Context: an optimization exercise on an open-source flow, tuned for small area, a short achievable clock period and few clock cycles. The choices shown serve that exercise and are no tape-out recipe. The RTL was checked by simulation tests, not by an equivalence proof against the original design.

== sierra ==
## qsim_top
module qsim_top #(
  parameter int MAX_QUBITS = 4,
  parameter int MAX_GATES  = 4,
  localparam int MAX_N = 2 ** MAX_QUBITS,
  localparam int IN_AW = $clog2(MAX_N + 1),
  localparam int GT_AW = $clog2(MAX_GATES * MAX_N * MAX_N),
  localparam int SP_AW = MAX_QUBITS + 1
) (
  input  logic                  clk,
  input  logic                  reset_n,
  input  logic                  dut_valid,
  output logic                  dut_ready,
  output logic [IN_AW-1:0]      q_state_input_sram_read_address,
  input  qsim_pkg::word_t       q_state_input_sram_read_data,
  output logic [GT_AW-1:0]      q_gates_sram_read_address,
  input  qsim_pkg::word_t       q_gates_sram_read_data,
  output logic [SP_AW-1:0]      scratchpad_sram_read_address,
  input  qsim_pkg::word_t       scratchpad_sram_read_data,
  output logic                  scratchpad_sram_write_enable,
  output logic [SP_AW-1:0]      scratchpad_sram_write_address,
  output qsim_pkg::word_t       scratchpad_sram_write_data,
  output logic                  q_state_output_sram_write_enable,
  output logic [MAX_QUBITS-1:0] q_state_output_sram_write_address,
  output qsim_pkg::word_t       q_state_output_sram_write_data
);
For scale: about 0.039 mm² of cells after synthesis.
export LEC_CHECK = 0
export CAP_MARGIN = 20
export CORE_MARGIN = 2
export CORE_UTILIZATION = 60
export SLEW_MARGIN = 20
create_clock -name core_clock -period 12.0 [get_ports {clk}]
standard.sh (not shown) runs the stock make flow with config.mk's settings and CLKGATE_MAP_FILE= SYNTH_SCRIPT=/design/flow/synth_recipe.tcl, a recipe that flattens the netlist after the stock synthesis.
==> flow/flow/run.sh <==
#!/bin/bash
# Own layout flow: the standard ORFS flow (standard.sh) at the design's
# clock period and constraints, with these changes in how the layout is made:
#  * after the standard synthesis, flow/fa_polarity.py removes inverters
#    between full-adder cells (a full adder with all inputs and outputs
#    complemented is the same cell); registers are untouched;
#  * timing repair aims for SETUP_SLACK_MARGIN ns of setup slack, worst path
#    only (TNS_END_PERCENT 0), so the resizer works on the paths that set the
#    achieved period;
#  * port buffers are buf_2 instead of the default pick;
#  * clock tree synthesis adds no dummy loads.
# Each step's full output goes to its own log file in this folder.
set -euo pipefail

export SETUP_SLACK_MARGIN=${SETUP_SLACK_MARGIN:-8.45}
export TNS_END_PERCENT=100
export BUFFER_PORTS_ARGS="-buffer_cell sky130_fd_sc_hd__buf_2"
export CTS_ARGS="-sink_clustering_enable -repair_clock_nets -dont_use_dummy_load"

RES=$(pwd)/orfs/results/$FLOW_PLATFORM/qsim_top/base

bash standard.sh "$RES/1_2_yosys.v" > log_synth.txt 2>&1
cp "$RES/1_2_yosys.v" 1_2_yosys_standard.v
python3 flow/fa_polarity.py 1_2_yosys_standard.v "$RES/1_2_yosys.v" > log_fa_polarity.txt 2>&1
bash standard.sh synth > log_synth_odb.txt 2>&1
bash standard.sh floorplan > log_floorplan.txt 2>&1
bash standard.sh place > log_place.txt 2>&1
bash standard.sh cts > log_cts.txt 2>&1
bash standard.sh route > log_route.txt 2>&1
bash standard.sh finish > log_finish.txt 2>&1
test -s out/final.def
Other scripts of this flow, unchanged in this note and not shown: flow/flow/fa_polarity.py
Testbench counts of sierra, summed over its fixed seeds: cycles 68,716.
Input-level comparison between xenon and sierra:
-- flow/flow/run.sh --
<<< sierra, line 13
set -euo pipefail

export SETUP_SLACK_MARGIN=${SETUP_SLACK_MARGIN:-8.45}
export TNS_END_PERCENT=100
export BUFFER_PORTS_ARGS="-buffer_cell sky130_fd_sc_hd__buf_2"
export CTS_ARGS="-sink_clustering_enable -repair_clock_nets -dont_use_dummy_load"

RES=$(pwd)/orfs/results/$FLOW_PLATFORM/qsim_top/base
>>> xenon, line 13
set -euo pipefail

export SETUP_SLACK_MARGIN=${SETUP_SLACK_MARGIN:-8.5}
export TNS_END_PERCENT=0
export BUFFER_PORTS_ARGS="-buffer_cell sky130_fd_sc_hd__buf_2"
export CTS_ARGS="-sink_clustering_enable -repair_clock_nets -dont_use_dummy_load -sink_clustering_size 24 -sink_clustering_max_diameter 80"

RES=$(pwd)/orfs/results/$FLOW_PLATFORM/qsim_top/base
==> run summary <==
Comparing sierra and xenon, the higher all-layer global routing usage is on sierra.
Against sierra, xenon comes in 6.3 points lower on post-synthesis to final-layout area growth.
On non-clock buffer contribution to total cell area, the higher figure sits with sierra, not xenon.
sierra vs xenon, worst-path cell with the longest stage delay: fa_2 vs dfxtp_2
Input changes introduced in garnet (baseline for comparison: xenon):
-- flow/flow/run.sh --
<<< xenon, line 16
export TNS_END_PERCENT=0
export BUFFER_PORTS_ARGS="-buffer_cell sky130_fd_sc_hd__buf_2"
export CTS_ARGS="-sink_clustering_enable -repair_clock_nets -dont_use_dummy_load -sink_clustering_size 24 -sink_clustering_max_diameter 80"

RES=$(pwd)/orfs/results/$FLOW_PLATFORM/qsim_top/base
>>> garnet, line 16
export TNS_END_PERCENT=0
export BUFFER_PORTS_ARGS="-buffer_cell sky130_fd_sc_hd__buf_2"
export CTS_ARGS="-sink_clustering_enable -repair_clock_nets -dont_use_dummy_load"

RES=$(pwd)/orfs/results/$FLOW_PLATFORM/qsim_top/base
-- flow/config.mk --
<<< xenon, line 8
export CAP_MARGIN = 20
export CORE_MARGIN = 2
export CORE_UTILIZATION = 60
export SLEW_MARGIN = 20
>>> garnet, line 8
export CAP_MARGIN = 20
export CORE_MARGIN = 2
export CORE_UTILIZATION = 72
export SLEW_MARGIN = 20
==> run summary <==
The number of diodes in garnet was higher than what xenon gave. The flip-flop and latch share of the layout cell area in garnet sits 0.22 points below the value recorded for xenon. Compare garnet and xenon | layout filler cell count lower: garnet. Changes observed in garnet relative to xenon: setup fix buffers added after clock tree synthesis saw a decrease; final area shows an increase of 530 µm²; routed wire length barely changed.
Input-level comparison between ember and garnet:
-- flow/flow/run.sh --
<<< garnet, line 13
set -euo pipefail

export SETUP_SLACK_MARGIN=${SETUP_SLACK_MARGIN:-8.5}
export TNS_END_PERCENT=0
export BUFFER_PORTS_ARGS="-buffer_cell sky130_fd_sc_hd__buf_2"
>>> ember, line 13
set -euo pipefail

export SETUP_SLACK_MARGIN=${SETUP_SLACK_MARGIN:-8.3}
export TNS_END_PERCENT=0
export BUFFER_PORTS_ARGS="-buffer_cell sky130_fd_sc_hd__buf_2"
-- flow/config.mk --
<<< garnet, line 8
export CAP_MARGIN = 20
export CORE_MARGIN = 2
export CORE_UTILIZATION = 72
export SLEW_MARGIN = 20
>>> ember, line 8
export CAP_MARGIN = 20
export CORE_MARGIN = 2
export CORE_UTILIZATION = 60
export SLEW_MARGIN = 20
Findings:
- Re number of cells in the design after placement: garnet and ember aren't equal, and the lower value belongs to garnet.
- ember vs garnet, beginning of the critical path: state_b[21] vs gi_one_a[5]
- Diff garnet -> ember | placeable core region | increase of 20%
- Summary of ember over garnet: biggest fanout along the worst timing path went down 1; final cell area excluding filler cells went down about 0.8%; area of the die went up 20%.
Here is what was changed in the inputs of nickel compared with ember.
-- flow/flow/run.sh --
<<< ember, line 13
set -euo pipefail

export SETUP_SLACK_MARGIN=${SETUP_SLACK_MARGIN:-8.3}
export TNS_END_PERCENT=0
export BUFFER_PORTS_ARGS="-buffer_cell sky130_fd_sc_hd__buf_2"
>>> nickel, line 13
set -euo pipefail

export SETUP_SLACK_MARGIN=${SETUP_SLACK_MARGIN:-8.5}
export TNS_END_PERCENT=0
export BUFFER_PORTS_ARGS="-buffer_cell sky130_fd_sc_hd__buf_2"
[summary]
nickel supports a higher top clock frequency than ember.
Per the comparison of nickel with ember, area of all placed cells without fillers went up 1.6%, arrival time reported for the critical path endpoint went down 2960 ps, detailed-router iteration count before antenna repair went down 1, die extent in x held.
nickel: done, clean on timing, DRC and antenna
nickel against ember: count of plain and timing-repair buffers has increased.

==> separate check: timing with driven ports <==
How much do the figures lean on ideal ports? The routed layouts below were timed once more, with nothing changed but the port constraints.
Step 1: set_driving_cell puts a clkbuf_16 on clk and a buf_2 on each other input, an assumption about the parent block.
Step 2 also shifts input and output timing later by t, the mid clock arrival at the registers, as if the neighbouring blocks saw the same clock.
a / b / c = ideal / step 1 / step 2; a / b = the first two.
| run | t (ns) | setup slack, ns | slew at the worst register clock pin (ns) |
|---|---|---|---|
| sierra | 0.687 | 8.292 / 8.238 / 7.989 | 0.07 / 0.07 |
| xenon | 0.623 | 8.307 / 8.294 / 8.068 | 0.09 / 0.09 |
| garnet | 0.663 | 8.318 / 8.259 / 7.967 | 0.06 / 0.06 |
| ember | 0.669 | 8.236 / 8.236 / 7.929 | 0.06 / 0.06 |
| nickel | 0.677 | 8.318 / 8.251 / 8.041 | 0.06 / 0.06 |
After both steps setup and hold are still met in every run listed. For garnet, which loses most, drivers alone change the setup slack by -0.059 ns; drivers and shift together by -0.351 ns.
